Context: an optimization exercise on an open-source flow, tuned for small area and a short achievable clock period. The choices shown serve that exercise and are no tape-out recipe.
RTL that was checked went through simulation tests only; none was proved equivalent to the original.
For runs 6 and 7, only the layout was checked, not whether the RTL still works.
Power and IR drop assume default switching activity.

===== flow/flow/run.sh =====
#!/bin/bash
# The standard layout (standard.sh, unchanged synthesis) with two changes:
# port buffers are sky130 buf_2 cells, and clock tree synthesis gets its own
# arguments. Each tool's full output stays in orfs/logs; make's output goes
# to standard.log in this folder.
set -euo pipefail
export BUFFER_PORTS_ARGS="-buffer_cell sky130_fd_sc_hd__buf_2"
export CTS_ARGS="-sink_clustering_enable -repair_clock_nets -dont_use_dummy_load -buf_list sky130_fd_sc_hd__clkbuf_8 -sink_clustering_size 16 -sink_clustering_max_diameter 60"
bash standard.sh > standard.log 2>&1

===== flow/standard.sh =====
#!/bin/bash
# synth_recipe.tcl (not shown) runs the flow's synth.tcl, then flattens the netlist and writes it again
# the make line also repeats each setting of config.mk as NAME=value (left out here)
make -C /OpenROAD-flow-scripts/flow DESIGN_CONFIG=/design/flow/config.mk WORK_HOME=/design/flow/orfs CLKGATE_MAP_FILE= SYNTH_SCRIPT=/design/flow/synth_recipe.tcl "${@:-finish}"

===== flow/config.mk =====
export PLATFORM = sky130hd
export DESIGN_NAME = robTop
export DESIGN_NICKNAME = robTop
export VERILOG_FILES = /design/flow/design.v
export SDC_FILE = /design/flow/constraint.sdc
export NUM_CORES = 4
export LEC_CHECK = 0
export CAP_MARGIN = 20
export CORE_MARGIN = 2
export CORE_UTILIZATION = 40
export SETUP_SLACK_MARGIN = 3.0
export SLEW_MARGIN = 20
export TNS_END_PERCENT = 0

===== flow/constraint.sdc =====
create_clock -name core_clock -period 6.5 [get_ports {Clk}]
set_input_delay 1.3000 -clock core_clock [delete_from_list [all_inputs] [get_ports {Clk}]]
set_output_delay 1.3000 -clock core_clock [all_outputs]
set_load 0.01 [all_outputs]

===== flow/design.v =====
package robEntryPkg;
    typedef logic [4-1:0]   robIdxT;
    typedef logic [32-1:0]        pcT;
    typedef logic [5-1:0]  archRegT;
    typedef logic [6-1:0]  physRegT;
    typedef logic [7-1:0] trapCodeT;
    typedef logic [3-1:0]   bufIdxT;
    typedef enum logic [1:0] {
        opAlu     = 2'b00,
        opLoad    = 2'b01,
        opStore   = 2'b10,
        opSyscall = 2'b11
    } microOpE;
    typedef struct packed {
        logic     valid;
        logic     done;
        microOpE  op;
        logic     rdValid;
        archRegT  archRd;
        physRegT  physRd;
        pcT       pc;
        logic     trap;
        trapCodeT trapCode;
        pcT       faultAddr;
        bufIdxT   bufIdx;
    } robEntryT;
endpackage
package robCtrlPkg;
    typedef enum logic {
        stateRun      = 1'b0,
        stateTrapHold = 1'b1
    } retireStateE;
    typedef logic [1:0] retireCountT;
    typedef logic [4:0] occupancyT;
endpackage
`timescale 1ns/1ps
module robTop (
    input  logic                   Clk,
    input  logic                   arstN,
    input  logic                   stall,
    input  logic                   flush,
    input  logic                   extInterrupt,
    input  logic                   dispatchValid0,
    input  robEntryPkg::pcT        dispatchPc0,
    input  robEntryPkg::microOpE   dispatchOp0,
    input  logic                   dispatchRdValid0,
    input  robEntryPkg::archRegT   dispatchArchRd0,
    input  robEntryPkg::physRegT   dispatchPhysRd0,
    input  logic                   dispatchValid1,
    input  robEntryPkg::pcT        dispatchPc1,
    input  robEntryPkg::microOpE   dispatchOp1,
    input  logic                   dispatchRdValid1,
    input  robEntryPkg::archRegT   dispatchArchRd1,
    input  robEntryPkg::physRegT   dispatchPhysRd1,
    output robEntryPkg::robIdxT    allocIdx0,
    output robEntryPkg::robIdxT    allocIdx1,
    output logic                   robFull,
    input  logic                   aluDone0,
    input  logic                   aluDone1,
    input  robEntryPkg::robIdxT    aluDoneIdx0,
    input  robEntryPkg::robIdxT    aluDoneIdx1,
    input  logic                   memDone,
    input  robEntryPkg::robIdxT    memDoneIdx,
    input  logic                   memTrap,
    input  robEntryPkg::trapCodeT  memTrapCode,
    input  robEntryPkg::pcT        memFaultAddr,
    input  robEntryPkg::bufIdxT    memBufIdx,
    input  robEntryPkg::robIdxT    pcReadIdx,
    output robEntryPkg::pcT        pcReadData,
    output logic                   commitMap0,
    output logic                   commitMap1,
    output robEntryPkg::archRegT   commitArchRd0,
    output robEntryPkg::archRegT   commitArchRd1,
    output robEntryPkg::physRegT   commitPhysRd0,
    output robEntryPkg::physRegT   commitPhysRd1,
    output logic                   memRetire,
    output logic                   memRetireStore,
    output robEntryPkg::bufIdxT    memRetireBufIdx,
    output logic                   trapValid,
    output robEntryPkg::pcT        trapPc,
    output robEntryPkg::pcT        trapAddr,
    output robEntryPkg::trapCodeT  trapCode
);
    localparam int PW = 32;
    localparam int AW = 5;
    localparam int RW = 6;
    localparam int FW = 2 + 1 + AW + RW;
    logic [3:0] headIdx, tailIdx;
    logic [4:0] occupancy;
    logic       trapHold;
    logic [1:0] retireCount;
    logic [1:0] allocCount;
    logic       trapTaken;
    logic       allocWrite0, allocWrite1;
    logic       active;
    logic [3:0] headNext;
    logic [3:0] head1Next;
    logic [7:0] rowOddSel, rowEvenSel;
    assign active      = !stall && !flush;
    assign robFull     = occupancy[4] || (occupancy[3:0] == 4'd15);
    assign allocWrite0 = dispatchValid0 && !robFull && active;
    assign allocWrite1 = allocWrite0 && dispatchValid1;
    assign allocCount  = {allocWrite1, allocWrite0 && !allocWrite1};
    assign allocIdx0 = tailIdx;
    assign allocIdx1 = tailIdx + 4'd1;
    assign headNext  = flush ? 4'd0 : stall ? headIdx : headIdx + {2'b0, retireCount};
    assign head1Next = headNext + 4'd1;
    always_ff @(posedge Clk or negedge arstN) begin
        if (!arstN) begin
            headIdx    <= '0;
            rowOddSel  <= 8'd1;
            rowEvenSel <= 8'd1;
            tailIdx    <= '0;
            occupancy  <= '0;
            trapHold   <= 1'b0;
        end else begin
            headIdx    <= headNext;
            rowOddSel  <= 8'd1 << headNext[3:1];
            rowEvenSel <= 8'd1 << head1Next[3:1];
            if (flush) begin
                tailIdx   <= '0;
                occupancy <= '0;
                trapHold  <= 1'b0;
            end else if (!stall) begin
                tailIdx   <= tailIdx + {2'b0, allocCount};
                occupancy <= occupancy + {3'b0, allocCount} - {3'b0, retireCount};
                if (trapTaken) trapHold <= 1'b1;
            end
        end
    end
    logic [FW-1:0] entF   [2][8];
    logic [PW-1:0] entPc  [2][8];
    logic [2:0]    entBuf [2][8];
    logic          entDone[2][8];
    logic [FW-1:0] wrF    [2];
    logic [PW-1:0] wrPc   [2];
    logic [1:0]    bankWe;
    logic [2:0]    bankRow[2];
    logic [FW-1:0] d0F, d1F;
    assign d0F = {dispatchOp0[0] ^ dispatchOp0[1], dispatchOp0[1], dispatchRdValid0,
                  dispatchArchRd0, dispatchPhysRd0};
    assign d1F = {dispatchOp1[0] ^ dispatchOp1[1], dispatchOp1[1], dispatchRdValid1,
                  dispatchArchRd1, dispatchPhysRd1};
    always_comb begin
        for (int b = 0; b < 2; b++) begin
            if (tailIdx[0] == b[0]) begin
                wrF[b]     = d0F;
                wrPc[b]    = dispatchPc0;
                bankWe[b]  = allocWrite0;
                bankRow[b] = tailIdx[3:1];
            end else begin
                wrF[b]     = d1F;
                wrPc[b]    = dispatchPc1;
                bankWe[b]  = allocWrite1;
                bankRow[b] = tailIdx[3:1] + {2'b0, tailIdx[0]};
            end
        end
    end
    always_ff @(posedge Clk) begin
        for (int b = 0; b < 2; b++) begin
            for (int r = 0; r < 8; r++) begin
                if (bankWe[b] && bankRow[b] == r[2:0]) begin
                    entF[b][r]  <= wrF[b];
                    entPc[b][r] <= wrPc[b];
                end
                if (active && memDone && memDoneIdx == {r[2:0], b[0]}) begin
                    entBuf[b][r] <= memBufIdx;
                end
                if (bankWe[b] && bankRow[b] == r[2:0]) begin
                    entDone[b][r] <= 1'b0;
                end else if (active && ((aluDone0 && aluDoneIdx0 == {r[2:0], b[0]}) ||
                                        (aluDone1 && aluDoneIdx1 == {r[2:0], b[0]}) ||
                                        (memDone  && memDoneIdx  == {r[2:0], b[0]}))) begin
                    entDone[b][r] <= 1'b1;
                end
            end
        end
    end
    logic                    faultValid;
    logic [3:0]              faultIdx;
    logic [7-1:0] faultCode;
    logic [PW-1:0]           faultAddr;
    logic                    faultNew;
    logic [3:0]              newAge, oldAge;
    assign newAge   = memDoneIdx - headIdx;
    assign oldAge   = faultIdx - headIdx;
    assign faultNew = active && memDone && memTrap && (!faultValid || newAge < oldAge);
    always_ff @(posedge Clk or negedge arstN) begin
        if (!arstN) begin
            faultValid <= 1'b0;
        end else if (flush) begin
            faultValid <= 1'b0;
        end else if (faultNew) begin
            faultValid <= 1'b1;
        end
    end
    always_ff @(posedge Clk) begin
        if (faultNew) begin
            faultIdx  <= memDoneIdx;
            faultCode <= memTrapCode;
            faultAddr <= memFaultAddr;
        end
    end
    logic [FW-1:0] bankF   [2];
    logic [2:0]    bankBuf [2];
    logic [PW-1:0] bankPc  [2];
    logic          bankDone[2];
    always_comb begin
        for (int b = 0; b < 2; b++) begin
            bankF[b]    = '0;
            bankBuf[b]  = '0;
            bankPc[b]   = '0;
            bankDone[b] = 1'b0;
            for (int r = 0; r < 8; r++) begin
                if (b == 0 ? rowEvenSel[r] : rowOddSel[r]) begin
                    bankF[b]    = bankF[b]    | entF[b][r];
                    bankBuf[b]  = bankBuf[b]  | entBuf[b][r];
                    bankPc[b]   = bankPc[b]   | entPc[b][r];
                    bankDone[b] = bankDone[b] | entDone[b][r];
                end
            end
        end
    end
    logic [FW-1:0] h0F, h1F;
    logic [2:0]    h0Buf, h1Buf;
    logic          h0Done, h1Done;
    assign h0F    = headIdx[0] ? bankF[1]    : bankF[0];
    assign h1F    = headIdx[0] ? bankF[0]    : bankF[1];
    assign h0Buf  = headIdx[0] ? bankBuf[1]  : bankBuf[0];
    assign h1Buf  = headIdx[0] ? bankBuf[0]  : bankBuf[1];
    assign h0Done = headIdx[0] ? bankDone[1] : bankDone[0];
    assign h1Done = headIdx[0] ? bankDone[0] : bankDone[1];
    assign trapPc = headIdx[0] ? bankPc[1]   : bankPc[0];
    assign pcReadData = entPc[pcReadIdx[0]][pcReadIdx[3:1]];
    logic       h0M, h1M, h0S, h1S;
    logic       h0Rdv, h1Rdv;
    logic       h0Valid, h1Valid;
    logic       h0Trap, h1Trap;
    logic       h0Sys, h1Sys;
    logic       retireEnable;
    logic       interruptTake, faultTake, syscallTake;
    logic       retire0, retire1;
    assign h0M   = h0F[FW-1];
    assign h1M   = h1F[FW-1];
    assign h0S   = h0F[FW-2];
    assign h1S   = h1F[FW-2];
    assign h0Rdv = h0F[FW-3];
    assign h1Rdv = h1F[FW-3];
    assign h0Sys = !h0M && h0S;
    assign h1Sys = !h1M && h1S;
    assign h0Valid = occupancy != 5'd0;
    assign h1Valid = occupancy[4:1] != 4'd0;
    assign h0Trap  = faultValid && (faultIdx == headIdx);
    assign h1Trap  = faultValid && (faultIdx == headIdx + 4'd1);
    logic run, go;
    logic p0, p1;
    assign run = !trapHold && h0Valid;
    assign go  = !stall && !flush && !extInterrupt;
    assign p0  = run && h0Done && !h0Trap && !h0Sys;
    assign p1  = p0 && h1Valid && h1Done && !h1Trap && !h1Sys && !(h0M && h1M);
    assign retireEnable  = active && !trapHold;
    assign interruptTake = active && extInterrupt && run;
    assign faultTake     = go && run && h0Done && h0Trap;
    assign syscallTake   = go && run && h0Done && !h0Trap && h0Sys;
    assign trapTaken     = active && run && (extInterrupt || (h0Done && (h0Trap || h0Sys)));
    assign retire0 = go && p0;
    assign retire1 = go && p1;
    assign retireCount = {retire1, retire0 && !retire1};
    assign commitMap0    = go && (p0 && h0Rdv);
    assign commitMap1    = go && (p1 && h1Rdv);
    assign commitArchRd0 = h0F[AW+RW-1 -: AW];
    assign commitArchRd1 = h1F[AW+RW-1 -: AW];
    assign commitPhysRd0 = h0F[RW-1:0];
    assign commitPhysRd1 = h1F[RW-1:0];
    assign memRetire       = go && ((p0 && h0M) || (p1 && h1M));
    assign memRetireStore  = h0M ? h0S : h1S;
    assign memRetireBufIdx = h0M ? h0Buf : h1Buf;
    assign trapValid = trapTaken;
    assign trapCode  = extInterrupt ? 7'(0) :
                       h0Trap       ? faultCode : 7'(10);
    assign trapAddr  = (!extInterrupt && h0Trap) ? faultAddr : '0;
endmodule

==> results of run 1 <==
-- metal layers --
layer / global-route usage / share of wire / wire length, um
met3: 0.0858 / 0.14 / 19900
met1: 0.386 / 0.37 / 52100
met5: 0 / 0.0011 / 161
met2: 0.446 / 0.44 / 63500
met4: 0.128 / 0.049 / 7020
-- cell usage in the layout (no fill, tap or decap), drive strengths merged, types with 6 or more instances in the layout --
cell | synthesis | final
a211oi | 45 | 45
a21o | 6 | 6
a21oi | 106 | 106
a221oi | 64 | 64
a222oi | 64 | 64
a22o | 36 | 36
a22oi | 403 | 403
a31oi | 6 | 6
and2 | 39 | 39
and3 | 9 | 9
and4 | 14 | 14
buf | 78 | 478
bufbuf | 0 | 7
clkbuf | 106 | 81
dfrtp | 29 | 29
dfxtp | 16 | 16
diode | 0 | 6
edfxtp | 827 | 827
fa | 6 | 6
ha | 26 | 26
inv | 26 | 26
mux2 | 95 | 95
mux2i | 8 | 8
nand2 | 43 | 43
nand2b | 11 | 11
nand3 | 98 | 98
nand4 | 64 | 64
nor2 | 94 | 94
nor3 | 13 | 13
nor4 | 9 | 9
nor4b | 6 | 6
o22a | 32 | 32
o22ai | 16 | 16
xnor2 | 13 | 13
xor2 | 10 | 10
-- report_power, final --
group	switching [mW]	internal, mW
clock network	1.76	1.07
registers	0.0357	6.23
logic	0.446	0.270
total	2.24	7.57
-- flip-flops by register name (all words and copies together), names as in the netlist --
name        cells
entBuf         48
entDone        16
entF          224
entPc         512
faultAddr      32
faultCode       7
faultIdx        4
faultValid      1
headIdx         4
occupancy       5
rowEvenSel      8
rowOddSel       8
tailIdx         4
trapHold        1
-- cells by family (layout without fill, tap and decap cells) --
logic type | Yosys count | in the layout | synth area share
other cells | 0 | 6 | 0
compound gates | 797 | 797 | 0.163
flops | 874 | 874 | 0.700
simple gates | 433 | 434 | 0.0644
xor+xnor | 24 | 24 | 0.00608
buf+inv | 211 | 593 | 0.0234
mux | 103 | 103 | 0.0310
fa+ha+maj | 32 | 32 | 0.0120
-- area by class of cell --
type                            count  area, um2
Tap cell                         1186       1480
Timing Repair Buffer              488       3940
Antenna cell                        6       15.0
Inverter                           27        114
Sequential cell                   874      26000
Fill cell                        7840      48200
Clock buffer                       78       1070
Multi-Input combinational cell   1390      10800
-- tightest hold or removal path: stages (launching register included) --
cell	delay, ns
dfxtp_1	0.35
a211oi_1	0.05
nor2_1	0.07
-- final timing paths --
kind / startpoint / endpoint / cells past startpoint
worst max-delay path: flush / commitMap1 / 7
worst max register to register: rowEvenSel[4] / rowEvenSel[5] / 14
worst min register to register: entDone[7] / entDone[7] / 2
max in group asynchronous: arstN / rowOddSel[6] / 1
min in group asynchronous: arstN / headIdx[2] / 1
worst min-delay path: entDone[7] / entDone[7] / 2
-- timing repair --
action	4_1_cts	5_1_grt
buffers inserted	81	15
pin swaps	25	11
resized for setup	144	19
setup endpoints to repair	354	284
hold buffers	0	0
gates cloned	9	3
-- metrics by stage --
step	setup WS [ns]	hold slack, ns	total power, mW
6_report	2.27	0.499	9.81
5_1_grt	2.20	0.513	10.1
4_1_cts	2.34	0.496	9.79
3_5_place_dp	1.48	0.473	7.03
3_3_place_gp	1.51	0.455	7.01
2_1_floorplan	2.43	0.442	6.73
==> results.py, run 1 <==
metrics = {
    "critical_path": {
        "critPathKind": "in2out",
        "cp-end-kind": "output pin",
        "critPathArrivalTime_ns": 2.93,
        "cp_slowest_cell": "or3_4",
        "rrSetupSlack_ns": 2.50,
        "cpLargestDelayFamily": "simple AND/OR/NAND/NOR gates",
        "crit_chain": "buf_16, or3_4, a2111oi_4, nand4_1, buf_6, nor4_4, buf_2",
        "cp-start-kind": "input pin",
        "cpPeakStageDelay_ns": 0.40,
        "critPathBufInv": 3,
        "cp_max_fo": 5,
        "required_ns": 5.20,
    },
    "routing": {
        "drt_iter0_drc": 4419,
        "postRouteAntennaNets": 0,
        "firstDrtPassIters": 9,
        "viasPerCell": 6.81,
        "routedWlPerCell_um": 35.2,
        "vias": 27586,
        "wl_um": 143000,
        "drcViolationCount": 0,
    },
    "timing": {
        "min_period_over_period": 0.651,
        "post-route-min-period_ns": 4.23,
        "final.setup.tns_ns": 0,
        "skew_ns": 0.0832,
        "rsz0062_at_grt": "yes",
        "relSlewSlack": 0.259,
        "worstMarginPinSlew_ns": 1.11,
        "hold_viol_final": 0,
        "slew_viol_final": 0,
        "finalSetupViolCount": 0,
        "fmax_mhz": 236,
    },
    "cells_and_area": {
        "fin_util": 0.474,
        "drive_above_1_share": 0.268,
        "fin_nets": 3052,
        "design_area_um2": 43500,
        "area_growth_pct": 17.3,
        "finalNonFillerCells": 4049,
    },
    "floorplanning": {
        "ios": 303,
        "dieArea_um2": 95000,
        "core_area_um2": 91700,
        "dieHeight_um": 308,
        "start_util": 0.404,
        "dieWidth_um": 308,
        "num_rows": 111,
    },
    "place": {
        "place_hpwl_um": 76400,
        "placedCellCount": 3855,
        "gp_congestion": 0.871,
        "portBuffers": 302,
        "dpl_cell_area_um2": 40300,
    },
    "run": {
        "cap_violations": 0,
    },
    "clock_network": {
        "htree_levels": 3,
        "ctsLongestPathBuffers": 3,
        "root_buffer": "clkbuf_8",
        "cts.reportedPaths.clkPinSlew_ns": 0.09,
        "cts_buffers": 78,
        "cts_tree": "done",
        "clkSinkCount": 874,
        "clk_latency_ns": 0.75,
    },
    "global_route": {
        "antenna_found_initial": 9,
        "grt_overflow": 0,
        "grt.total_usage": 0.292,
        "grt_max_degree": 60,
        "grt_pass1_wl_um": 196000,
        "grt_pass1_vias": 26970,
    },
    "synth": {
        "syn_area_um2": 37000,
        "synthArstFlopShare": 0.0355,
        "synth_most_common_cell": "edfxtp_1",
        "synth_top_area_cell": "edfxtp_1",
        "synthDistinctLibCells": 67,
        "postSynthCellCount": 2474,
        "synth_edf_count": 827,
        "synth.area.top_cells": "edfxtp_1, a22oi_1, mux2_2, dfrtp_1, a222oi_1",
        "syn_nets": 2667,
        "seq_area_frac_synth": 0.700,
        "yosys_warnings": 12,
        "ys.flop_type": "edfxtp_1",
        "synthTopCellsByCount": "edfxtp_1, a22oi_1, clkbuf_1",
        "synth_top_area_frac": 0.670,
        "syn_area_per_cell_um2": 15.0,
        "ys_ff_latch": 874,
    },
    "hold_path": {
        "hold_class": "reg2reg",
    },
    "power_and_ir_drop": {
        "ir_worst_vdd_v": 0.000179,
        "leakagePower_nw": 14.2,
        "powerDensity_nw_per_um2": 226,
    },
    "run_status": {
        "status": "timing/DRC/antenna clean",
    },
}
==> run 2, diff against run 1 <==
==> flow/flow/run.sh (replaced) <==
#!/bin/bash
# The standard layout (standard.sh, unchanged synthesis) with two changes:
# port buffers are sky130 buf_1 cells, and clock tree synthesis gets its own
# arguments. Each tool's full output stays in orfs/logs; make's output goes
# to standard.log in this folder.
set -euo pipefail
export BUFFER_PORTS_ARGS="-buffer_cell sky130_fd_sc_hd__buf_1"
export CTS_ARGS="-sink_clustering_enable -repair_clock_nets -dont_use_dummy_load -buf_list sky130_fd_sc_hd__clkbuf_16 -sink_clustering_size 24 -sink_clustering_max_diameter 80"
bash standard.sh > standard.log 2>&1
--- a/flow/config.mk
+++ b/flow/config.mk
@@ -7,7 +7,7 @@
 export LEC_CHECK = 0
 export CAP_MARGIN = 20
 export CORE_MARGIN = 2
-export CORE_UTILIZATION = 40
+export CORE_UTILIZATION = 50
 export SETUP_SLACK_MARGIN = 3.0
 export SLEW_MARGIN = 20
 export TNS_END_PERCENT = 0
==> run 2 against run 1 <==
Against the previous run: still clean on timing, DRC and antenna; worst setup slack worse by 0.063 ns; sequential cell count unchanged; synthesized cell count unchanged; worst hold slack worse by 0.0053 ns; sequential share of layout area up 1.6 points; wire length down 7.3%; critical path type unchanged.
==> results.py, run 2 <==
metrics = {
    "cells_and_area": {
        "fill_cells": 5610,
        "area_growth_pct": 14.4,
        "largest_reg_flops": 512,
        "mostFrequentLayoutCells": "edfxtp_1, a22oi_1, buf_1",
        "final_common_cell": "edfxtp_1",
        "drive_above_1_share": 0.158,
        "fin_nets": 3009,
        "regMostFlops": "entPc",
        "reg_top3": "entPc (512), entF (224), entBuf (48)",
        "design_area_um2": 42400,
    },
    "floorplanning": {
        "dieArea_um2": 76300,
        "dieWidth_um": 276,
        "dieHeight_um": 276,
        "ios": 303,
        "num_rows": 99,
        "start_util": 0.506,
        "core_area_um2": 73200,
    },
    "power_and_ir_drop": {
        "pwr-share-clk": 0.297,
        "powerDensity_nw_per_um2": 233,
        "ir_worst_vdd_v": 0.000179,
        "combinationalPowerShare": 0.069,
        "p_seq_frac": 0.634,
        "p_int_mw": 7.71,
        "p_sw_frac": 0.219,
        "power_switching_mw": 2.17,
        "leakagePower_nw": 13.2,
    },
    "global_route": {
        "grt_max_degree": 63,
        "grt_pass1_wl_um": 187000,
        "grt_overflow": 0,
        "grt.total_usage": 0.339,
        "grt_pass1_vias": 26832,
        "antenna_found_initial": 2,
    },
    "routing": {
        "vias": 27141,
        "wl_um": 132000,
        "viasPerCell": 7.19,
        "drcViolationCount": 0,
        "postRouteAntennaNets": 0,
        "drt_iter0_drc": 4714,
        "routedWlPerCell_um": 35.0,
        "firstDrtPassIters": 9,
    },
    "hold_path": {
        "whs_endpoint": "entDone[1]",
        "hp-start": "entDone[1]",
        "min_path_cells": 2,
        "hold_class": "reg2reg",
    },
    "critical_path": {
        "cp-start-kind": "input pin",
        "critPathKind": "in2out",
        "cp_max_fo": 8,
        "rrSetupSlack_ns": 2.46,
        "r2r-start": "tailIdx[0]",
        "cp-end-kind": "output pin",
        "rr_endpoint": "entPc[12][27]",
        "critPathArrivalTime_ns": 3.00,
        "r2r_cells": 7,
        "required_ns": 5.20,
    },
    "synth": {
        "synth_top_area_frac": 0.670,
        "synth.area.top_cells": "edfxtp_1, a22oi_1, mux2_2, dfrtp_1, a222oi_1",
        "syn_nets": 2667,
        "synthDistinctLibCells": 67,
        "ys.flop_type": "edfxtp_1",
        "synthTopCellsByCount": "edfxtp_1, a22oi_1, clkbuf_1",
        "synth_edf_count": 827,
        "synth_top_area_cell": "edfxtp_1",
        "syn_area_per_cell_um2": 15.0,
        "synthArstFlopShare": 0.0355,
        "ys_ff_latch": 874,
        "syn_area_um2": 37000,
        "seq_area_frac_synth": 0.700,
        "postSynthCellCount": 2474,
        "synth_most_common_cell": "edfxtp_1",
        "yosys_warnings": 12,
    },
    "timing": {
        "min_period_over_period": 0.661,
        "rsz0062_at_grt": "yes",
        "worstMarginPinSlew_ns": 1.15,
        "hold_viol_final": 0,
        "relSlewSlack": 0.230,
        "fmax_mhz": 233,
        "slew_viol_final": 0,
        "final.setup.tns_ns": 0,
        "post-route-min-period_ns": 4.30,
        "finalSetupViolCount": 0,
        "skew_ns": 0.0518,
    },
    "clock_network": {
        "htree_levels": 2,
        "cts.reportedPaths.clkPinSlew_ns": 0.09,
        "root_buffer": "clkbuf_16",
        "clkSinkCount": 874,
        "cts_buffers": 45,
        "clk_latency_ns": 0.64,
        "cts_hold_buffers": 0,
        "cts_tree": "done",
        "ctsLongestPathBuffers": 3,
    },
    "run_status": {
        "status": "timing/DRC/antenna clean",
    },
    "place": {
        "gp_congestion": 0.905,
        "place_hpwl_um": 68700,
        "dpl_cell_area_um2": 39500,
        "portBuffers": 302,
    },
    "run": {
        "cap_violations": 0,
    },
}
## run 2: cell counts after synthesis
No cell type changed its count.
## run 2: critical path, cell delays in order
cell	delay, ns
buf_4	0.13
buf_6	0.14
buf_4	0.14
nor4bb_4	0.30
buf_6	0.19
buf_12	0.18
a22oi_1	0.08
nand4_1	0.12
o22a_1	0.23
buf_2	0.17
## run 2: kinds of logic (layout without fill, tap and decap cells)
family                   after synthesis  after routing  synth area share
other                                  0              3                 0
XOR/XNOR                              24             24           0.00608
AND/OR/NAND/NOR                      433            433            0.0644
multiplexers                         103            103            0.0310
adder cells (fa/ha/maj)               32             32            0.0120
AO/OA/AOI/OAI                        797            797             0.163
buffers and inverters                211            551            0.0234
flip-flops                           874            874             0.700
## run 2: layout make-up
class | count | area (um2) | share of cell area
flip-flops and latches | 874 | 26000 | 0.614
repair buffers | 479 | 3180 | 0.0751
diodes | 3 | 7.51 | 0.000177
inverters | 27 | 106 | 0.00251
clock buffers | 45 | 1130 | 0.0266
well taps | 959 | 1200 | 0.0283
multi-input cells | 1389 | 10700 | 0.254
## run 2: per-layer routing
metal  wire (um)  track usage  share of wire  vias to the layer above
met4        6010        0.142          0.045                        0
met1       48000        0.449           0.36                    13520
li1            -            -              -                    10932
met5           0            0              0                        -
met3       17200       0.0852           0.13                      446
met2       61100        0.536           0.46                     2243
## run 2: power by group through the flow
stage          Sequential, mW  Clock [mW]  Combinational [mW]
4_1_cts                  6.26        2.95               0.657
6_report                 6.27        2.93               0.679
3_3_place_gp             6.39           0               0.587
2_1_floorplan            6.38           0               0.353
5_1_grt                  6.27        3.12               0.722
3_5_place_dp             6.40           0               0.604
## run 2: metrics by stage
stage / setup slack [ns] / total power, mW / util / cells / hold WS, ns
2_1_floorplan: 2.43 / 6.73 / - / 2474 / 0.442
3_3_place_gp: 1.39 / 6.98 / 0.539 / 3623 / 0.458
3_5_place_dp: 1.31 / 7.00 / 0.540 / 3624 / 0.465
4_1_cts: 2.27 / 9.87 / 0.575 / 3761 / 0.489
5_1_grt: 2.15 / 10.1 / 0.579 / 3773 / 0.515
6_report: 2.20 / 9.88 / 0.579 / 3776 / 0.494
## run 2: how the worst max path moves through the flow
stage	start	end	slack [ns]	cells after the start
CTS	stall	commitMap1	2.27	8
global route	rowOddSel[3]	memRetire	2.15	7
detailed placement	pcReadIdx[0]	pcReadData[10]	1.31	8
floorplan	stall	rowEvenSel[3]	2.43	12
global placement	pcReadIdx[0]	pcReadData[10]	1.39	8
finish	pcReadIdx[3]	pcReadData[18]	2.20	10
## run 2: timing repair
action	CTS	global route
pin swaps	26	15
buffers inserted	84	12
endpoints found under the setup margin	872	904
gates resized for setup	157	31
cloned	8	0
==> run 3, diff against run 2 <==
--- a/flow/config.mk
+++ b/flow/config.mk
@@ -7,7 +7,8 @@
 export LEC_CHECK = 0
 export CAP_MARGIN = 20
 export CORE_MARGIN = 2
-export CORE_UTILIZATION = 50
+export CORE_UTILIZATION = 40
+export PLACE_DENSITY = 0.75
 export SETUP_SLACK_MARGIN = 3.0
 export SLEW_MARGIN = 20
 export TNS_END_PERCENT = 0
==> run 3 against run 2 <==
Against the previous run: largest power group unchanged; worst hold slack worse by 0.0060 ns; non-clock buffer count down 34; still clean on timing, DRC and antenna; via count down 0.36%.
==> results.py, run 3 <==
metrics = {
    "run_status": {
        "status": "timing/DRC/antenna clean",
    },
    "clock_network": {
        "ctsLongestPathBuffers": 3,
        "clk_latency_ns": 0.61,
        "cts_tree": "done",
        "cts_hold_buffers": 0,
        "root_buffer": "clkbuf_16",
        "clkSinkCount": 874,
        "cts.reportedPaths.clkPinSlew_ns": 0.09,
        "cts_buffers": 47,
        "htree_levels": 2,
    },
    "synth": {
        "ys_ff_latch": 874,
        "syn_nets": 2667,
        "synth_edf_count": 827,
        "seq_area_frac_synth": 0.700,
        "synth_top_area_frac": 0.670,
        "synthTopCellsByCount": "edfxtp_1, a22oi_1, clkbuf_1",
        "synth_most_common_cell": "edfxtp_1",
        "synthArstFlopShare": 0.0355,
        "ys.flop_type": "edfxtp_1",
        "synthDistinctLibCells": 67,
        "synth.area.top_cells": "edfxtp_1, a22oi_1, mux2_2, dfrtp_1, a222oi_1",
        "syn_area_um2": 37000,
        "postSynthCellCount": 2474,
        "synth_top_area_cell": "edfxtp_1",
        "syn_area_per_cell_um2": 15.0,
        "yosys_warnings": 12,
    },
    "timing": {
        "relSlewSlack": 0.221,
        "rsz0062_at_grt": "yes",
        "slew_viol_final": 0,
        "fmax_mhz": 231,
        "skew_ns": 0.0914,
        "finalSetupViolCount": 0,
        "min_period_over_period": 0.666,
        "final.setup.tns_ns": 0,
        "hold_viol_final": 0,
        "worstMarginPinSlew_ns": 1.17,
        "post-route-min-period_ns": 4.33,
    },
    "critical_path": {
        "cp-end-kind": "output pin",
        "cp_slowest_cell": "clkbuf_8",
        "critPathArrivalTime_ns": 3.03,
        "critPathKind": "in2out",
        "cpLargestDelayFamily": "buffers and inverters",
        "required_ns": 5.20,
        "critPathBufInv": 3,
        "crit_chain": "buf_8, nor4b_4, clkbuf_8, a22o_1, a221oi_1, nand3_1, o22a_1, buf_1",
        "cp-start-kind": "input pin",
        "cpPeakStageDelay_ns": 0.46,
        "cp_max_fo": 32,
    },
    "routing": {
        "drt_iter0_drc": 5195,
        "viasPerCell": 6.81,
        "firstDrtPassIters": 8,
        "drcViolationCount": 0,
        "wl_um": 130000,
        "vias": 27043,
        "routedWlPerCell_um": 32.7,
        "postRouteAntennaNets": 0,
    },
    "cells_and_area": {
        "drive_above_1_share": 0.137,
        "fill_cells": 7839,
        "reg_top3": "entPc (512), entF (224), entBuf (48)",
        "fin_nets": 2979,
        "design_area_um2": 42200,
        "regMostFlops": "entPc",
        "largest_reg_flops": 512,
        "final_common_cell": "edfxtp_1",
        "area_growth_pct": 14.0,
        "mostFrequentLayoutCells": "edfxtp_1, a22oi_1, buf_1",
    },
    "floorplanning": {
        "core_area_um2": 91700,
        "dieArea_um2": 95000,
        "ios": 303,
        "dieHeight_um": 308,
        "dieWidth_um": 308,
        "start_util": 0.404,
        "num_rows": 111,
    },
    "place": {
        "portBuffers": 302,
        "dpl_cell_area_um2": 39700,
        "place_hpwl_um": 70000,
        "gp_congestion": 0.898,
    },
    "global_route": {
        "grt_pass1_vias": 26847,
        "grt_overflow": 0,
        "grt.total_usage": 0.266,
        "antenna_found_initial": 12,
        "grt_pass1_wl_um": 183000,
        "grt_max_degree": 59,
    },
    "power_and_ir_drop": {
        "leakagePower_nw": 12.9,
        "powerDensity_nw_per_um2": 235,
        "ir_worst_vdd_v": 0.000217,
    },
    "run": {
        "cap_violations": 0,
    },
    "hold_path": {
        "hold_class": "reg2reg",
    },
}
[run 3: layer usage]
metal	vias to the layer above	wire length [um]	GRT usage
met1	13061	43600	0.325
li1	10891	-	-
met2	2519	58300	0.420
met3	550	20200	0.0909
met5	-	126	0
met4	22	7470	0.132
[run 3: timing repair]
action                                 4_1_cts  5_1_grt
gates cloned                                 5        0
resized for setup                           89       20
buffers inserted                            57       13
pin swaps                                   13        3
setup endpoints to repair                  574      810
endpoints found under the hold margin        0        0
[run 3: logic make-up after synthesis]
logic type                 after synthesis  synth area share
adders and majority gates               32            0.0120
and+or+nand+nor                        433            0.0644
buffers and inverters                  211            0.0234
xor gates and xnor gates                24           0.00608
AOI/OAI and AO/OA                      797             0.163
DFF                                    874             0.700
muxes                                  103            0.0310
[run 3: path summary, 6_finish.rpt]
check,startpoint,to,slack [ns],depth (start not counted)
max,pcReadIdx[1],pcReadData[12],2.17,8
min,entDone[7],entDone[7],0.49,2
max reg2reg,tailIdx[0],entF[11][3],2.47,5
min reg2reg,entDone[7],entDone[7],0.49,2
max in group asynchronous,arstN,rowEvenSel[1],5.08,1
min in group asynchronous,arstN,tailIdx[0],0.78,1
[run 3: final cells by class]
type | instances | area (um2) | share of cell area
Timing Repair Buffer | 445 | 2760 | 0.0653
Antenna cell | 2 | 5.00 | 0.000119
Clock buffer | 47 | 1180 | 0.0278
Multi-Input combinational cell | 1391 | 10700 | 0.253
Inverter | 27 | 106 | 0.00252
Tap cell | 1186 | 1480 | 0.0351
Sequential cell | 874 | 26000 | 0.616
[run 3: power by group]
part           leakage (nW)  internal, mW  switching [mW]
combinational          4.38         0.230           0.427
clock                 0.579          1.29            1.71
sequential             7.97          6.23          0.0349
[run 3: worst register-to-register path, delay by kind of cell (launching register included)]
family                 cells  cell delay, ns
AO/OA/AOI/OAI              1            0.23
buffers and inverters      2            1.56
flip-flops                 1            0.87
multiplexers               1            0.36
AND/OR/NAND/NOR            1            0.58
[run 3: metrics by stage]
stage | std cells | power (mW) | util | hold WS (ns) | setup WS, ns
finish | 3972 | 9.91 | 0.461 | 0.488 | 2.17
global route | 3971 | 10.1 | 0.461 | 0.510 | 2.21
CTS | 3957 | 9.90 | 0.458 | 0.489 | 2.24
detailed placement | 3848 | 6.99 | 0.434 | 0.467 | 1.25
global placement | 3848 | 6.98 | 0.434 | 0.453 | 1.32
floorplan | 2474 | 6.73 | - | 0.442 | 2.43
==> run 4, diff against run 3 <==
--- a/flow/config.mk
+++ b/flow/config.mk
@@ -8,7 +8,6 @@
 export CAP_MARGIN = 20
 export CORE_MARGIN = 2
 export CORE_UTILIZATION = 40
-export PLACE_DENSITY = 0.75
 export SETUP_SLACK_MARGIN = 3.0
 export SLEW_MARGIN = 20
 export TNS_END_PERCENT = 0
==> run 4 against run 3 <==
Against the previous run: still clean on timing, DRC and antenna; power up 0.65%; critical path depth down 3; non-clock buffer count down 7; sequential share of layout area down 0.12 points; cell area up 0.17%; global-route usage up 1.6 points; area after synthesis unchanged; register-to-register slack worse by 0.12 ns; clock skew up 0.0069 ns; critical path type is now reg2out.
==> results.py, run 4 <==
metrics = {
    "floorplanning": {
        "start_util": 0.404,
        "ios": 303,
        "num_rows": 111,
        "dieArea_um2": 95000,
        "dieHeight_um": 308,
        "core_area_um2": 91700,
        "dieWidth_um": 308,
    },
    "timing": {
        "worstMarginPinSlew_ns": 1.18,
        "rsz0062_at_grt": "yes",
        "fmax_mhz": 232,
        "slew_viol_final": 0,
        "min_period_over_period": 0.662,
        "post-route-min-period_ns": 4.30,
        "relSlewSlack": 0.210,
        "final.setup.tns_ns": 0,
        "skew_ns": 0.0983,
        "holdWs_ns": 0.499,
        "hold_viol_final": 0,
        "finalSetupViolCount": 0,
    },
    "synth": {
        "yosys_warnings": 12,
        "ys.flop_type": "edfxtp_1",
        "syn_nets": 2667,
        "synth_top_area_frac": 0.670,
        "synthDistinctLibCells": 67,
        "synth_edf_count": 827,
        "synth.area.top_cells": "edfxtp_1, a22oi_1, mux2_2, dfrtp_1, a222oi_1",
        "syn_area_per_cell_um2": 15.0,
        "seq_area_frac_synth": 0.700,
        "synthTopCellsByCount": "edfxtp_1, a22oi_1, clkbuf_1",
        "postSynthCellCount": 2474,
        "synthArstFlopShare": 0.0355,
        "synth_top_area_cell": "edfxtp_1",
        "syn_area_um2": 37000,
        "ys_ff_latch": 874,
        "synth_most_common_cell": "edfxtp_1",
    },
    "cells_and_area": {
        "fin_nets": 2971,
        "fill_cells": 8001,
        "final_common_cell": "edfxtp_1",
        "largest_reg_flops": 512,
        "regMostFlops": "entPc",
        "seqCellArea_um2": 26000,
        "multi_input_area_um2": 10700,
        "mostFrequentLayoutCells": "edfxtp_1, a22oi_1, buf_1",
        "drive_above_1_share": 0.136,
        "reg_top3": "entPc (512), entF (224), entBuf (48)",
        "area_growth_pct": 14.2,
    },
    "place": {
        "portBuffers": 302,
        "place_hpwl_um": 75500,
        "gp_congestion": 0.908,
    },
    "global_route": {
        "grt_overflow": 0,
        "grt.total_usage": 0.282,
        "grt_pass1_wl_um": 191000,
        "antenna_found_initial": 9,
        "grt_pass1_vias": 26777,
        "grt_max_degree": 61,
    },
    "clock_network": {
        "clk_latency_ns": 0.68,
        "ctsLongestPathBuffers": 3,
        "root_buffer": "clkbuf_16",
        "clkSinkCount": 874,
        "cts_tree": "done",
        "cts.reportedPaths.clkPinSlew_ns": 0.09,
        "htree_levels": 2,
        "cts_buffers": 48,
    },
    "run_status": {
        "status": "timing/DRC/antenna clean",
    },
    "routing": {
        "drt_iter0_drc": 4411,
        "drcViolationCount": 0,
        "viasPerCell": 6.80,
        "routedWlPerCell_um": 34.6,
        "vias": 26942,
        "firstDrtPassIters": 10,
        "wl_um": 137000,
        "postRouteAntennaNets": 0,
    },
    "critical_path": {
        "critPathArrivalTime_ns": 3.00,
        "r2r-start": "rowEvenSel[5]",
        "critPathKind": "reg2out",
        "cp-end-kind": "output pin",
        "cp-start-kind": "flip-flop",
        "required_ns": 5.20,
        "r2r_cells": 14,
        "rrSetupSlack_ns": 2.35,
        "rr_endpoint": "rowEvenSel[5]",
        "cp_max_fo": 47,
    },
    "power_and_ir_drop": {
        "p_seq_frac": 0.628,
        "powerDensity_nw_per_um2": 236,
        "leakagePower_nw": 12.9,
        "p_int_mw": 7.77,
        "pwr-share-clk": 0.305,
        "ir_worst_vdd_v": 0.000206,
        "combinationalPowerShare": 0.067,
        "power_switching_mw": 2.20,
        "p_sw_frac": 0.221,
    },
    "hold_path": {
        "min_path_cells": 2,
        "whs_endpoint": "entDone[1]",
        "hp-start": "entDone[1]",
        "hold_class": "reg2reg",
    },
    "run": {
        "cap_violations": 0,
    },
}
-- run 4: cell counts after synthesis --
No cell type changed its count.
-- run 4: power groups by stage --
stage	Combinational (mW)	Sequential (mW)	Clock (mW)
after detailed placement	0.616	6.39	0
after floorplan	0.353	6.38	0
final	0.666	6.27	3.04
after CTS	0.648	6.26	3.07
after global routing	0.710	6.27	3.25
after global placement	0.597	6.39	0
-- run 4: worst max-delay path by stage --
stage,from,to,slack [ns],depth (start not counted)
floorplan,stall,rowEvenSel[3],2.43,12
global placement,pcReadIdx[2],pcReadData[15],1.28,8
detailed placement,pcReadIdx[3],pcReadData[20],1.17,7
CTS,flush,commitMap1,2.24,8
global route,pcReadIdx[2],pcReadData[22],2.16,8
finish,rowEvenSel[2],commitArchRd1[3],2.20,5
-- run 4: layer usage --
metal / GRT usage / up-vias / wire [um]
li1: - / 10862 / -
met1: 0.370 / 13358 / 50100
met2: 0.443 / 2240 / 61800
met3: 0.0742 / 470 / 18500
met4: 0.115 / 12 / 6520
met5: 0 / - / 81
-- run 4: logic make-up (layout without fill, tap and decap cells) --
group | after synthesis | in the layout | synth area share
multiplexers | 103 | 103 | 0.0310
flip-flops | 874 | 874 | 0.700
buffers and inverters | 211 | 513 | 0.0234
other | 0 | 1 | 0
AO/OA/AOI/OAI | 797 | 797 | 0.163
XOR/XNOR | 24 | 24 | 0.00608
adder cells (fa/ha/maj) | 32 | 32 | 0.0120
AND/OR/NAND/NOR | 433 | 433 | 0.0644
-- run 4: area by class of cell --
class,instances,share of cell area
Sequential cell,874,0.614
Multi-Input combinational cell,1389,0.252
Timing Repair Buffer,438,0.0673
Tap cell,1186,0.0351
Clock buffer,48,0.0284
Inverter,27,0.00251
Antenna cell,1,0.0000592
-- run 4: stage by stage --
stage	worst slack [ns]	std cells	area [um2]	util	power [mW]
after floorplan	2.43	2474	37200	-	6.73
after global placement	1.28	3856	39900	0.435	6.99
after detailed placement	1.17	3856	39900	0.435	7.01
after CTS	2.24	3959	42200	0.460	9.98
after global routing	2.16	3963	42300	0.462	10.2
final	2.20	3963	42300	0.462	9.98
-- run 4: repair_timing --
action / in CTS / in global routing
setup endpoints to repair: 664 / 798
setup buffers: 52 / 2
hold buffers: 0 / 0
gates cloned: 3 / 1
resized for setup: 122 / 22
pin swaps: 11 / 8
-- run 4: worst max-delay path, cell delays in order, from the launching register on --
cell and delay (ns):
dfrtp_4 0.45, buf_4 0.76, a22oi_1 0.19, and4_1 0.27
a21oi_1 0.48, buf_1 0.21
==> run 5, diff against run 4 <==
--- a/flow/config.mk
+++ b/flow/config.mk
@@ -5,9 +5,9 @@
 export SDC_FILE = /design/flow/constraint.sdc
 export NUM_CORES = 4
 export LEC_CHECK = 0
-export CAP_MARGIN = 20
+export CAP_MARGIN = 0
 export CORE_MARGIN = 2
 export CORE_UTILIZATION = 40
 export SETUP_SLACK_MARGIN = 3.0
-export SLEW_MARGIN = 20
+export SLEW_MARGIN = 0
 export TNS_END_PERCENT = 0
==> run 5 against run 4 <==
Against the previous run: still clean on timing, DRC and antenna; utilization is the same; register-to-register slack about the same; power stayed put; worst setup slack is the same; area after synthesis unchanged; largest cell class unchanged.
==> results.py, run 5 <==
metrics = {
    "routing": {
        "vias": 26942,
        "wl_met2_um": 61800,
        "viasPerCell": 6.80,
        "routedWlPerCell_um": 34.6,
        "dr_wl_met3_um": 18500,
        "route.layer.met1.wl_um": 50100,
        "postRouteAntennaNets": 0,
        "route.top_layer_used": "met5",
        "drcViolationCount": 0,
        "wl_um": 137000,
        "firstDrtPassIters": 10,
        "drt_iter0_drc": 4411,
    },
    "synth": {
        "synth_most_common_cell": "edfxtp_1",
        "synth.area.top_cells": "edfxtp_1, a22oi_1, mux2_2, dfrtp_1, a222oi_1",
        "synth_edf_count": 827,
        "seq_area_frac_synth": 0.700,
        "synth_top_area_cell": "edfxtp_1",
        "syn_area_per_cell_um2": 15.0,
        "synthArstFlopShare": 0.0355,
        "yosys_warnings": 12,
        "ys_ff_latch": 874,
        "postSynthCellCount": 2474,
        "ys.flop_type": "edfxtp_1",
        "synthDistinctLibCells": 67,
        "synth_top_area_frac": 0.670,
        "syn_area_um2": 37000,
        "syn_nets": 2667,
        "synthTopCellsByCount": "edfxtp_1, a22oi_1, clkbuf_1",
    },
    "clock_network": {
        "cts.reportedPaths.clkPinSlew_ns": 0.09,
        "clkSinkCount": 874,
        "clk_latency_ns": 0.68,
        "cts_buffers": 48,
        "ctsLongestPathBuffers": 3,
        "htree_levels": 2,
        "root_buffer": "clkbuf_16",
        "cts_hold_buffers": 0,
        "cts_tree": "done",
    },
    "timing": {
        "rsz0062_at_grt": "yes",
        "final.setup.tns_ns": 0,
        "worstMarginPinSlew_ns": 1.18,
        "skew_ns": 0.0983,
        "slew_viol_final": 0,
        "min_period_over_period": 0.662,
        "holdWs_ns": 0.499,
        "post-route-min-period_ns": 4.30,
        "finalSetupViolCount": 0,
        "hold_viol_final": 0,
        "relSlewSlack": 0.210,
        "fmax_mhz": 232,
    },
    "hold_path": {
        "hp-start": "entDone[1]",
        "whs_endpoint": "entDone[1]",
        "min_path_cells": 2,
        "hold_class": "reg2reg",
    },
    "global_route": {
        "antenna_found_initial": 9,
        "grt_pass1_wl_um": 191000,
        "grt_pass1_vias": 26777,
        "grt_overflow": 0,
        "grt_max_degree": 61,
        "grt.total_usage": 0.282,
    },
    "cells_and_area": {
        "reg_top3": "entPc (512), entF (224), entBuf (48)",
        "fin_nets": 2971,
        "regMostFlops": "entPc",
        "fill_cells": 8001,
        "largest_reg_flops": 512,
        "mostFrequentLayoutCells": "edfxtp_1, a22oi_1, buf_1",
        "area_growth_pct": 14.2,
        "seqCellArea_um2": 26000,
        "design_area_um2": 42300,
        "final_common_cell": "edfxtp_1",
        "multi_input_area_um2": 10700,
        "drive_above_1_share": 0.136,
    },
    "floorplanning": {
        "ios": 303,
        "dieArea_um2": 95000,
        "dieHeight_um": 308,
        "num_rows": 111,
        "start_util": 0.404,
        "core_area_um2": 91700,
        "dieWidth_um": 308,
    },
    "place": {
        "place_hpwl_um": 75500,
        "gp_congestion": 0.908,
        "dpl_cell_area_um2": 39900,
        "portBuffers": 302,
    },
    "critical_path": {
        "rrSetupSlack_ns": 2.35,
        "cpPeakStageDelay_ns": 0.76,
        "r2r-start": "rowEvenSel[5]",
        "critPathKind": "reg2out",
        "required_ns": 5.20,
        "r2r_cells": 14,
        "cp-end-kind": "output pin",
        "cp-start-kind": "flip-flop",
        "cp_slowest_cell": "buf_4",
        "critPathArrivalTime_ns": 3.00,
        "crit_chain": "buf_4, a22oi_1, and4_1, a21oi_1, buf_1",
        "rr_endpoint": "rowEvenSel[5]",
        "cp_max_fo": 47,
    },
    "power_and_ir_drop": {
        "leakagePower_nw": 12.9,
        "ir_worst_vdd_v": 0.000206,
        "powerDensity_nw_per_um2": 236,
    },
    "run_status": {
        "status": "timing/DRC/antenna clean",
    },
    "run": {
        "cap_violations": 0,
    },
}
[run 5: cell counts after synthesis]
Identical to the previous run, type by type.
[run 5: metal layers]
metal / vias to the layer above / GRT usage
li1: 10862 / -
met1: 13358 / 0.370
met2: 2240 / 0.443
met3: 470 / 0.0742
met4: 12 / 0.115
met5: - / 0
[run 5: worst max-delay path by stage]
stage | cells after the start | slack [ns] | startpoint | end
3_5_place_dp | 7 | 1.17 | pcReadIdx[3] | pcReadData[20]
6_report | 5 | 2.20 | rowEvenSel[2] | commitArchRd1[3]
2_1_floorplan | 12 | 2.43 | stall | rowEvenSel[3]
3_3_place_gp | 8 | 1.28 | pcReadIdx[2] | pcReadData[15]
5_1_grt | 8 | 2.16 | pcReadIdx[2] | pcReadData[22]
4_1_cts | 8 | 2.24 | flush | commitMap1
[run 5: logic make-up after synthesis]
logic type / Yosys count / synth area share
muxes: 103 / 0.0310
buffers and inverters: 211 / 0.0234
adders and majority gates: 32 / 0.0120
and+or+nand+nor: 433 / 0.0644
AOI/OAI and AO/OA: 797 / 0.163
xor gates and xnor gates: 24 / 0.00608
DFF: 874 / 0.700
[run 5: power breakdown]
part / switching [mW] / internal [mW] / leakage [nW]
Sequential: 0.0366 / 6.23 / 7.97
Clock: 1.73 / 1.31 / 0.592
Combinational: 0.435 / 0.231 / 4.37
Total: 2.20 / 7.77 / 12.9
[run 5: metrics by stage]
stage | std cells | power, mW | util | worst slack, ns
3_3_place_gp | 3856 | 6.99 | 0.435 | 1.28
2_1_floorplan | 2474 | 6.73 | - | 2.43
6_report | 3963 | 9.98 | 0.462 | 2.20
5_1_grt | 3963 | 10.2 | 0.462 | 2.16
3_5_place_dp | 3856 | 7.01 | 0.435 | 1.17
4_1_cts | 3959 | 9.98 | 0.460 | 2.24
[run 5: critical path: cells and delay by family (launching register included)]
family,cells,cell delay (ns)
flip-flops,1,0.45
AND/OR/NAND/NOR,1,0.27
buffers and inverters,2,0.97
AO/OA/AOI/OAI,2,0.67
[run 5: layout make-up]
cell class                      count  area share
Sequential cell                   874       0.614
Multi-Input combinational cell   1389       0.252
Timing Repair Buffer              438      0.0673
Tap cell                         1186      0.0351
Clock buffer                       48      0.0284
Inverter                           27     0.00251
Antenna cell                        1   0.0000592
[run 5: repair_timing]
action | in CTS | in global routing
setup endpoints to repair | 665 | 798
resized for setup | 123 | 22
endpoints found under the hold margin | 0 | 0
gates cloned | 3 | 1
pin swaps | 11 | 8
buffers inserted | 52 | 2
==> run 6, diff against run 5 <==
--- a/flow/design.v
+++ b/flow/design.v
@@ -231,7 +231,20 @@
     assign h0Done = headIdx[0] ? bankDone[1] : bankDone[0];
     assign h1Done = headIdx[0] ? bankDone[0] : bankDone[1];
     assign trapPc = headIdx[0] ? bankPc[1]   : bankPc[0];
-    assign pcReadData = entPc[pcReadIdx[0]][pcReadIdx[3:1]];
+    logic [3:0] pcLo, pcHi;
+    assign pcLo = 4'd1 << pcReadIdx[1:0];
+    assign pcHi = 4'd1 << pcReadIdx[3:2];
+    always_comb begin
+        logic [PW-1:0] grp;
+        pcReadData = '0;
+        for (int g = 0; g < 4; g++) begin
+            grp = '0;
+            for (int l = 0; l < 4; l++) begin
+                grp = grp | (entPc[l%2][2*g + l/2] & {PW{pcLo[l]}});
+            end
+            pcReadData = pcReadData | (grp & {PW{pcHi[g]}});
+        end
+    end
     logic       h0M, h1M, h0S, h1S;
     logic       h0Rdv, h1Rdv;
     logic       h0Valid, h1Valid;
--- a/flow/config.mk
+++ b/flow/config.mk
@@ -5,9 +5,9 @@
 export SDC_FILE = /design/flow/constraint.sdc
 export NUM_CORES = 4
 export LEC_CHECK = 0
-export CAP_MARGIN = 0
+export CAP_MARGIN = 20
 export CORE_MARGIN = 2
 export CORE_UTILIZATION = 40
 export SETUP_SLACK_MARGIN = 3.0
-export SLEW_MARGIN = 0
+export SLEW_MARGIN = 20
 export TNS_END_PERCENT = 0
==> run 6 against run 5 <==
Against the previous run: still clean; power is 0.39% lower; die area up 1.8%; sequential cell count stayed put; clock skew decreased by 0.0025 ns; cell count shrank 4.9%; largest cell class unchanged.
==> results.py, run 6 <==
metrics = {
    "routing": {
        "route.top_layer_used": "met5",
        "routedWlPerCell_um": 32.8,
        "firstDrtPassIters": 7,
        "wl_met2_um": 57500,
        "drt_iter0_drc": 3513,
        "vias": 24189,
        "postRouteAntennaNets": 0,
        "route.layer.met1.wl_um": 47200,
        "dr_wl_met3_um": 14600,
        "viasPerCell": 6.42,
        "wl_um": 123000,
        "drcViolationCount": 0,
    },
    "cells_and_area": {
        "area_growth_pct": 13.0,
        "regMostFlops": "entPc",
        "fin_nets": 2710,
        "largest_reg_flops": 512,
        "final_common_cell": "edfxtp_1",
        "drive_above_1_share": 0.186,
        "reg_top3": "entPc (512), entF (224), entBuf (48)",
        "finalNonFillerCells": 3769,
        "n_antenna_cell": 0,
        "mostFrequentLayoutCells": "edfxtp_1, buf_1, a22oi_1",
    },
    "place": {
        "gp_congestion": 0.886,
        "placedCellCount": 3679,
        "portBuffers": 302,
        "pre_cts_slack_ns": 1.62,
        "place_hpwl_um": 69700,
    },
    "synth": {
        "synthMuxAreaShare": 0.126,
        "syn_area_um2": 37700,
        "syn_nets": 2420,
        "postSynthCellCount": 2227,
        "synth.area.top_cells": "edfxtp_1, mux4_2, a22oi_1, mux2_2, dfrtp_1",
        "syn_area_per_cell_um2": 16.9,
        "synth_most_common_cell": "edfxtp_1",
        "ys_ff_latch": 874,
        "synth_top_area_cell": "edfxtp_1",
        "synthArstFlopShare": 0.0355,
        "synth_simple_gate_area_frac": 0.0477,
        "synthDistinctLibCells": 63,
        "synthXorXnorAreaFrac": 0.00581,
        "synthAdderAreaFrac": 0.0118,
        "synth_top_area_frac": 0.658,
        "seq_area_frac_synth": 0.688,
        "synthTopCellsByCount": "edfxtp_1, a22oi_1, mux4_2",
        "yosys_warnings": 12,
        "ys.flop_type": "edfxtp_1",
        "synth_edf_count": 827,
        "synth_compound_area_frac": 0.102,
        "synth_top_family_by_area": "multiplexers",
    },
    "timing": {
        "hold_viol_final": 0,
        "slew_viol_final": 0,
        "worst_slack_ns": 2.14,
        "final.setup.tns_ns": 0,
        "finalSetupViolCount": 0,
        "holdWs_ns": 0.487,
        "post-route-min-period_ns": 4.36,
        "min_period_over_period": 0.670,
        "fmax_mhz": 230,
        "worstMarginPinSlew_ns": 1.14,
        "rsz0062_at_grt": "yes",
        "relSlewSlack": 0.240,
        "skew_ns": 0.0958,
    },
    "power_and_ir_drop": {
        "powerDensity_nw_per_um2": 233,
        "ir_worst_vdd_v": 0.000182,
        "p_total_mw": 9.94,
        "leakagePower_nw": 12.9,
    },
    "critical_path": {
        "cp_slowest_cell": "mux4_2",
        "cp-start-kind": "input pin",
        "cp-end-kind": "output pin",
        "cpPeakStageDelay_ns": 0.54,
        "required_ns": 5.20,
        "critPathArrivalTime_ns": 3.06,
        "cp_max_fo": 53,
        "critPathKind": "in2out",
        "cpMostUsedCell": "mux4_2",
        "crit_chain": "clkbuf_16, buf_12, mux4_2, mux4_2, buf_1",
    },
    "clock_network": {
        "ctsLongestPathBuffers": 3,
        "cts_hold_buffers": 0,
        "cts_tree": "done",
        "cts_buffers": 48,
        "clkSinkCount": 874,
        "cts.reportedPaths.clkPinSlew_ns": 0.06,
        "root_buffer": "clkbuf_16",
        "htree_levels": 2,
        "clk_latency_ns": 0.65,
    },
    "global_route": {
        "grt_max_degree": 71,
        "grt_pass1_wl_um": 175000,
        "grt_overflow": 0,
        "grt_pass1_vias": 24659,
        "antenna_found_initial": 7,
        "grt.total_usage": 0.249,
    },
    "floorplanning": {
        "dieWidth_um": 311,
        "ios": 303,
        "start_util": 0.404,
        "dieHeight_um": 311,
        "num_rows": 112,
        "core_area_um2": 93300,
        "dieArea_um2": 96800,
    },
    "run_status": {
        "status": "timing/DRC/antenna clean",
    },
    "hold_path": {
        "hold_class": "reg2reg",
    },
    "run": {
        "cap_violations": 0,
    },
}
## run 6: cell type report
class	instances	area, um2
fill	8012	50700
sequential	874	26000
multi-input combinational	1173	11400
timing repair buffer	395	2380
tap	1254	1570
clock buffer	48	1200
inverter	25	96.3
## run 6: kinds of logic after synthesis
family	count (synthesis)
AO/OA/AOI/OAI	507
XOR/XNOR	25
adder cells (fa/ha/maj)	32
buffers and inverters	181
flip-flops	874
multiplexers	263
AND/OR/NAND/NOR	345
## run 6: critical path: cells and delay by family
family	cells	cell delay, ns
multiplexers	2	0.91
buffers and inverters	3	0.78
## run 6: per-stage QoR
stage                     instance area (um2)   util
after floorplan                         38100      -
after global placement                  40600  0.435
after detailed placement                40600  0.435
after CTS                               42500  0.456
after global routing                    42600  0.457
final                                   42600  0.457
## run 6: power breakdown
part | leakage [nW] | total [mW] | internal (mW) | switching [mW]
Sequential | 7.97 | 6.27 | 6.23 | 0.0370
Combinational | 4.35 | 0.675 | 0.280 | 0.396
Clock | 0.592 | 3.00 | 1.31 | 1.69
## run 6: metal layers
layer  track usage  vias up
met1         0.333    12335
met2         0.398     1658
li1              -     9899
met3        0.0658      283
met5             0        -
met4        0.0799       14
## run 6: worst paths after layout
check	startpoint	endpoint	slack, ns	cells past startpoint
setup / recovery	pcReadIdx[1]	pcReadData[26]	2.14	5
hold / removal	entDone[3]	entDone[3]	0.49	2
setup reg to reg	rowEvenSel[1]	rowEvenSel[7]	2.28	13
hold reg to reg	entDone[3]	entDone[3]	0.49	2
max in group asynchronous	arstN	tailIdx[0]	5.05	1
min in group asynchronous	arstN	headIdx[3]	0.78	1
## run 6: timing repair
item | in CTS | in global routing
setup buffers | 33 | 2
pin swaps | 8 | 7
endpoints found under the setup margin | 705 | 792
cloned | 6 | 0
resized for setup | 71 | 12
==> run 7, diff against run 6 <==
--- a/flow/design.v
+++ b/flow/design.v
@@ -94,8 +94,7 @@
     logic       allocWrite0, allocWrite1;
     logic       active;
     logic [3:0] headNext;
-    logic [3:0] head1Next;
-    logic [7:0] rowOddSel, rowEvenSel;
+    logic [15:0] headSel;
     assign active      = !stall && !flush;
     assign robFull     = occupancy[4] || (occupancy[3:0] == 4'd15);
     assign allocWrite0 = dispatchValid0 && !robFull && active;
@@ -104,19 +103,16 @@
     assign allocIdx0 = tailIdx;
     assign allocIdx1 = tailIdx + 4'd1;
     assign headNext  = flush ? 4'd0 : stall ? headIdx : headIdx + {2'b0, retireCount};
-    assign head1Next = headNext + 4'd1;
     always_ff @(posedge Clk or negedge arstN) begin
         if (!arstN) begin
             headIdx    <= '0;
-            rowOddSel  <= 8'd1;
-            rowEvenSel <= 8'd1;
+            headSel    <= 16'd1;
             tailIdx    <= '0;
             occupancy  <= '0;
             trapHold   <= 1'b0;
         end else begin
             headIdx    <= headNext;
-            rowOddSel  <= 8'd1 << headNext[3:1];
-            rowEvenSel <= 8'd1 << head1Next[3:1];
+            headSel    <= 16'd1 << headNext;
             if (flush) begin
                 tailIdx   <= '0;
                 occupancy <= '0;
@@ -201,50 +197,36 @@
             faultAddr <= memFaultAddr;
         end
     end
-    logic [FW-1:0] bankF   [2];
-    logic [2:0]    bankBuf [2];
-    logic [PW-1:0] bankPc  [2];
-    logic          bankDone[2];
-    always_comb begin
-        for (int b = 0; b < 2; b++) begin
-            bankF[b]    = '0;
-            bankBuf[b]  = '0;
-            bankPc[b]   = '0;
-            bankDone[b] = 1'b0;
-            for (int r = 0; r < 8; r++) begin
-                if (b == 0 ? rowEvenSel[r] : rowOddSel[r]) begin
-                    bankF[b]    = bankF[b]    | entF[b][r];
-                    bankBuf[b]  = bankBuf[b]  | entBuf[b][r];
-                    bankPc[b]   = bankPc[b]   | entPc[b][r];
-                    bankDone[b] = bankDone[b] | entDone[b][r];
-                end
-            end
-        end
-    end
+    logic [15:0]   head1Sel;
     logic [FW-1:0] h0F, h1F;
     logic [2:0]    h0Buf, h1Buf;
     logic          h0Done, h1Done;
-    assign h0F    = headIdx[0] ? bankF[1]    : bankF[0];
-    assign h1F    = headIdx[0] ? bankF[0]    : bankF[1];
-    assign h0Buf  = headIdx[0] ? bankBuf[1]  : bankBuf[0];
-    assign h1Buf  = headIdx[0] ? bankBuf[0]  : bankBuf[1];
-    assign h0Done = headIdx[0] ? bankDone[1] : bankDone[0];
-    assign h1Done = headIdx[0] ? bankDone[0] : bankDone[1];
-    assign trapPc = headIdx[0] ? bankPc[1]   : bankPc[0];
-    logic [3:0] pcLo, pcHi;
-    assign pcLo = 4'd1 << pcReadIdx[1:0];
-    assign pcHi = 4'd1 << pcReadIdx[3:2];
+    logic [PW-1:0] h0Pc;
+    assign head1Sel = {headSel[14:0], headSel[15]};
     always_comb begin
-        logic [PW-1:0] grp;
-        pcReadData = '0;
-        for (int g = 0; g < 4; g++) begin
-            grp = '0;
-            for (int l = 0; l < 4; l++) begin
-                grp = grp | (entPc[l%2][2*g + l/2] & {PW{pcLo[l]}});
-            end
-            pcReadData = pcReadData | (grp & {PW{pcHi[g]}});
-        end
-    end
+        h0F    = '0;
+        h1F    = '0;
+        h0Buf  = '0;
+        h1Buf  = '0;
+        h0Done = 1'b0;
+        h1Done = 1'b0;
+        h0Pc   = '0;
+        for (int i = 0; i < 16; i++) begin
+            if (headSel[i]) begin
+                h0F    = h0F    | entF[i%2][i/2];
+                h0Buf  = h0Buf  | entBuf[i%2][i/2];
+                h0Done = h0Done | entDone[i%2][i/2];
+                h0Pc   = h0Pc   | entPc[i%2][i/2];
+            end
+            if (head1Sel[i]) begin
+                h1F    = h1F    | entF[i%2][i/2];
+                h1Buf  = h1Buf  | entBuf[i%2][i/2];
+                h1Done = h1Done | entDone[i%2][i/2];
+            end
+        end
+    end
+    assign trapPc     = h0Pc;
+    assign pcReadData = entPc[pcReadIdx[0]][pcReadIdx[3:1]];
     logic       h0M, h1M, h0S, h1S;
     logic       h0Rdv, h1Rdv;
     logic       h0Valid, h1Valid;
==> flow/flow/run.sh (replaced) <==
#!/bin/bash
# The standard layout (standard.sh, unchanged synthesis) with two changes:
# port buffers are sky130 buf_2 cells, and clock tree synthesis gets its own
# arguments. Each tool's full output stays in orfs/logs; make's output goes
# to standard.log in this folder.
set -euo pipefail
export BUFFER_PORTS_ARGS="-buffer_cell sky130_fd_sc_hd__buf_2"
export CTS_ARGS="-sink_clustering_enable -repair_clock_nets -dont_use_dummy_load -buf_list sky130_fd_sc_hd__clkbuf_8 -sink_clustering_size 16 -sink_clustering_max_diameter 60"
bash standard.sh > standard.log 2>&1
==> run 7 against run 6 <==
Against the previous run: critical path depth up 2; non-clock buffer count up 115; area after synthesis up 2.0%; combinational power up 16%; cell count up 13%; register-to-register slack better by 0.19 ns; largest cell class unchanged; highest routed layer unchanged.
==> results.py, run 7 <==
metrics = {
    "run_status": {
        "status": "timing/DRC/antenna clean",
    },
    "floorplanning": {
        "start_util": 0.404,
        "dieHeight_um": 314,
        "ios": 303,
        "dieArea_um2": 98700,
        "num_rows": 113,
    },
    "clock_network": {
        "cts_hold_buffers": 0,
        "htree_levels": 3,
        "clkSinkCount": 874,
        "root_buffer": "clkbuf_8",
        "clk_latency_ns": 0.81,
    },
    "timing": {
        "slew_viol_final": 0,
        "holdWs_ns": 0.539,
        "worstMarginPinSlew_ns": 1.20,
        "fmax_mhz": 227,
        "final.setup.tns_ns": 0,
        "post-route-min-period_ns": 4.41,
        "finalSetupViolCount": 0,
        "relSlewSlack": 0.202,
        "skew_ns": 0.167,
        "hold_viol_final": 0,
        "min_period_over_period": 0.678,
    },
    "cells_and_area": {
        "fill_cells": 8115,
        "multi_input_area_um2": 12100,
        "final_common_cell": "edfxtp_1",
        "regMostFlops": "entPc",
        "seqCellArea_um2": 26000,
        "mostFrequentLayoutCells": "edfxtp_1, buf_2, a22o_1",
        "reg_top3": "entPc (512), entF (224), entBuf (48)",
        "largest_reg_flops": 512,
        "drive_above_1_share": 0.265,
        "area_growth_pct": 16.9,
    },
    "critical_path": {
        "critPathKind": "in2out",
        "cp-start-kind": "input pin",
        "r2r_cells": 16,
        "cp_max_fo": 36,
        "required_ns": 5.20,
        "critPathArrivalTime_ns": 3.11,
        "cp-end-kind": "output pin",
    },
    "power_and_ir_drop": {
        "p_sw_frac": 0.234,
        "powerDensity_nw_per_um2": 222,
        "power_switching_mw": 2.33,
        "p_seq_frac": 0.630,
        "combinationalPowerShare": 0.078,
        "p_int_mw": 7.63,
        "pwr-share-clk": 0.292,
    },
    "synth": {
        "seq_area_frac_synth": 0.674,
        "synth_most_common_cell": "edfxtp_1",
        "syn_nets": 2795,
        "synth_top_area_frac": 0.646,
        "syn_area_um2": 38500,
        "synthDistinctLibCells": 74,
        "postSynthCellCount": 2603,
        "ys.flop_type": "edfxtp_1",
        "synth.area.top_cells": "edfxtp_1, a221oi_1, a22o_1, a22oi_1, mux2_2",
        "synthArstFlopShare": 0.0355,
        "syn_area_per_cell_um2": 14.8,
        "synth_top_area_cell": "edfxtp_1",
    },
    "run": {
        "cap_violations": 0,
    },
    "global_route": {
        "grt_overflow": 0,
        "grt_pass1_wl_um": 217000,
        "antenna_found_initial": 14,
        "grt_pass1_vias": 29966,
    },
    "routing": {
        "drcViolationCount": 0,
        "wl_um": 157000,
        "viasPerCell": 7.09,
        "postRouteAntennaNets": 0,
        "firstDrtPassIters": 9,
    },
    "hold_path": {
        "hold_class": "reg2reg",
        "min_path_cells": 2,
    },
    "place": {
        "portBuffers": 302,
    },
}
-- run 7: worst paths after layout --
path / slack, ns / end / startpoint
min in group asynchronous: 0.61 / headSel[10] / arstN
worst min register to register: 0.54 / entDone[9] / entDone[9]
worst min-delay path: 0.54 / entDone[9] / entDone[9]
worst max register to register: 2.47 / occupancy[4] / headSel[14]
worst max-delay path: 2.09 / pcReadData[30] / pcReadIdx[3]
max in group asynchronous: 5.23 / tailIdx[0] / arstN
-- run 7: critical path, stage by stage --
cell and delay, ns:
buf_12 0.15, nor2_2 0.39, nand2_4 0.33, buf_4 0.31, nand3_1 0.10, o32a_1 0.29
buf_2 0.20
-- run 7: final cells by class --
type / instances / area share
multi-input cells: 1494 / 0.268
repair buffers: 510 / 0.0900
well taps: 1265 / 0.0352
clock buffers: 81 / 0.0248
diodes: 8 / 0.000445
inverters: 34 / 0.00301
flip-flops and latches: 874 / 0.578
-- run 7: power groups by stage --
stage	clock (mW)	sequential [mW]	combinational, mW
final	2.91	6.28	0.780
after global routing	3.11	6.29	0.819
after CTS	2.93	6.28	0.743
after detailed placement	0	6.41	0.687
after global placement	0	6.40	0.670
after floorplan	0	6.38	0.367
-- run 7: layer usage --
metal | vias to the layer above | GRT usage | wire length [um]
met3 | 665 | 0.0986 | 23900
li1 | 11784 | - | -
met2 | 2945 | 0.467 | 67900
met4 | 10 | 0.145 | 9050
met5 | - | 0 | 54
met1 | 14824 | 0.402 | 55600
-- run 7: cells by family (layout without fill, tap and decap cells) --
group	after synthesis	count (layout)	synth area share
AOI/OAI and AO/OA	906	906	0.193
DFF	874	874	0.674
and+or+nand+nor	428	428	0.0602
buffers and inverters	235	625	0.0247
muxes	110	110	0.0320
adders and majority gates	31	31	0.0113
xor gates and xnor gates	19	19	0.00452
other	0	8	0
-- run 7: through the flow --
stage | instances | setup slack, ns | instance area [um2] | utilization | total power, mW
floorplan | 2603 | 2.55 | 38600 | - | 6.75
global placement | 4066 | 1.26 | 41800 | 0.439 | 7.07
detailed placement | 4067 | 1.21 | 41800 | 0.439 | 7.09
CTS | 4242 | 2.18 | 44700 | 0.470 | 9.95
global route | 4264 | 2.09 | 45000 | 0.472 | 10.2
finish | 4266 | 2.09 | 45000 | 0.473 | 9.97
-- run 7: what timing repair did --
action	4_1_cts	5_1_grt
setup endpoints to repair	628	439
buffers inserted	86	15
gates cloned	8	1
pin swaps	27	24
resized for setup	184	23
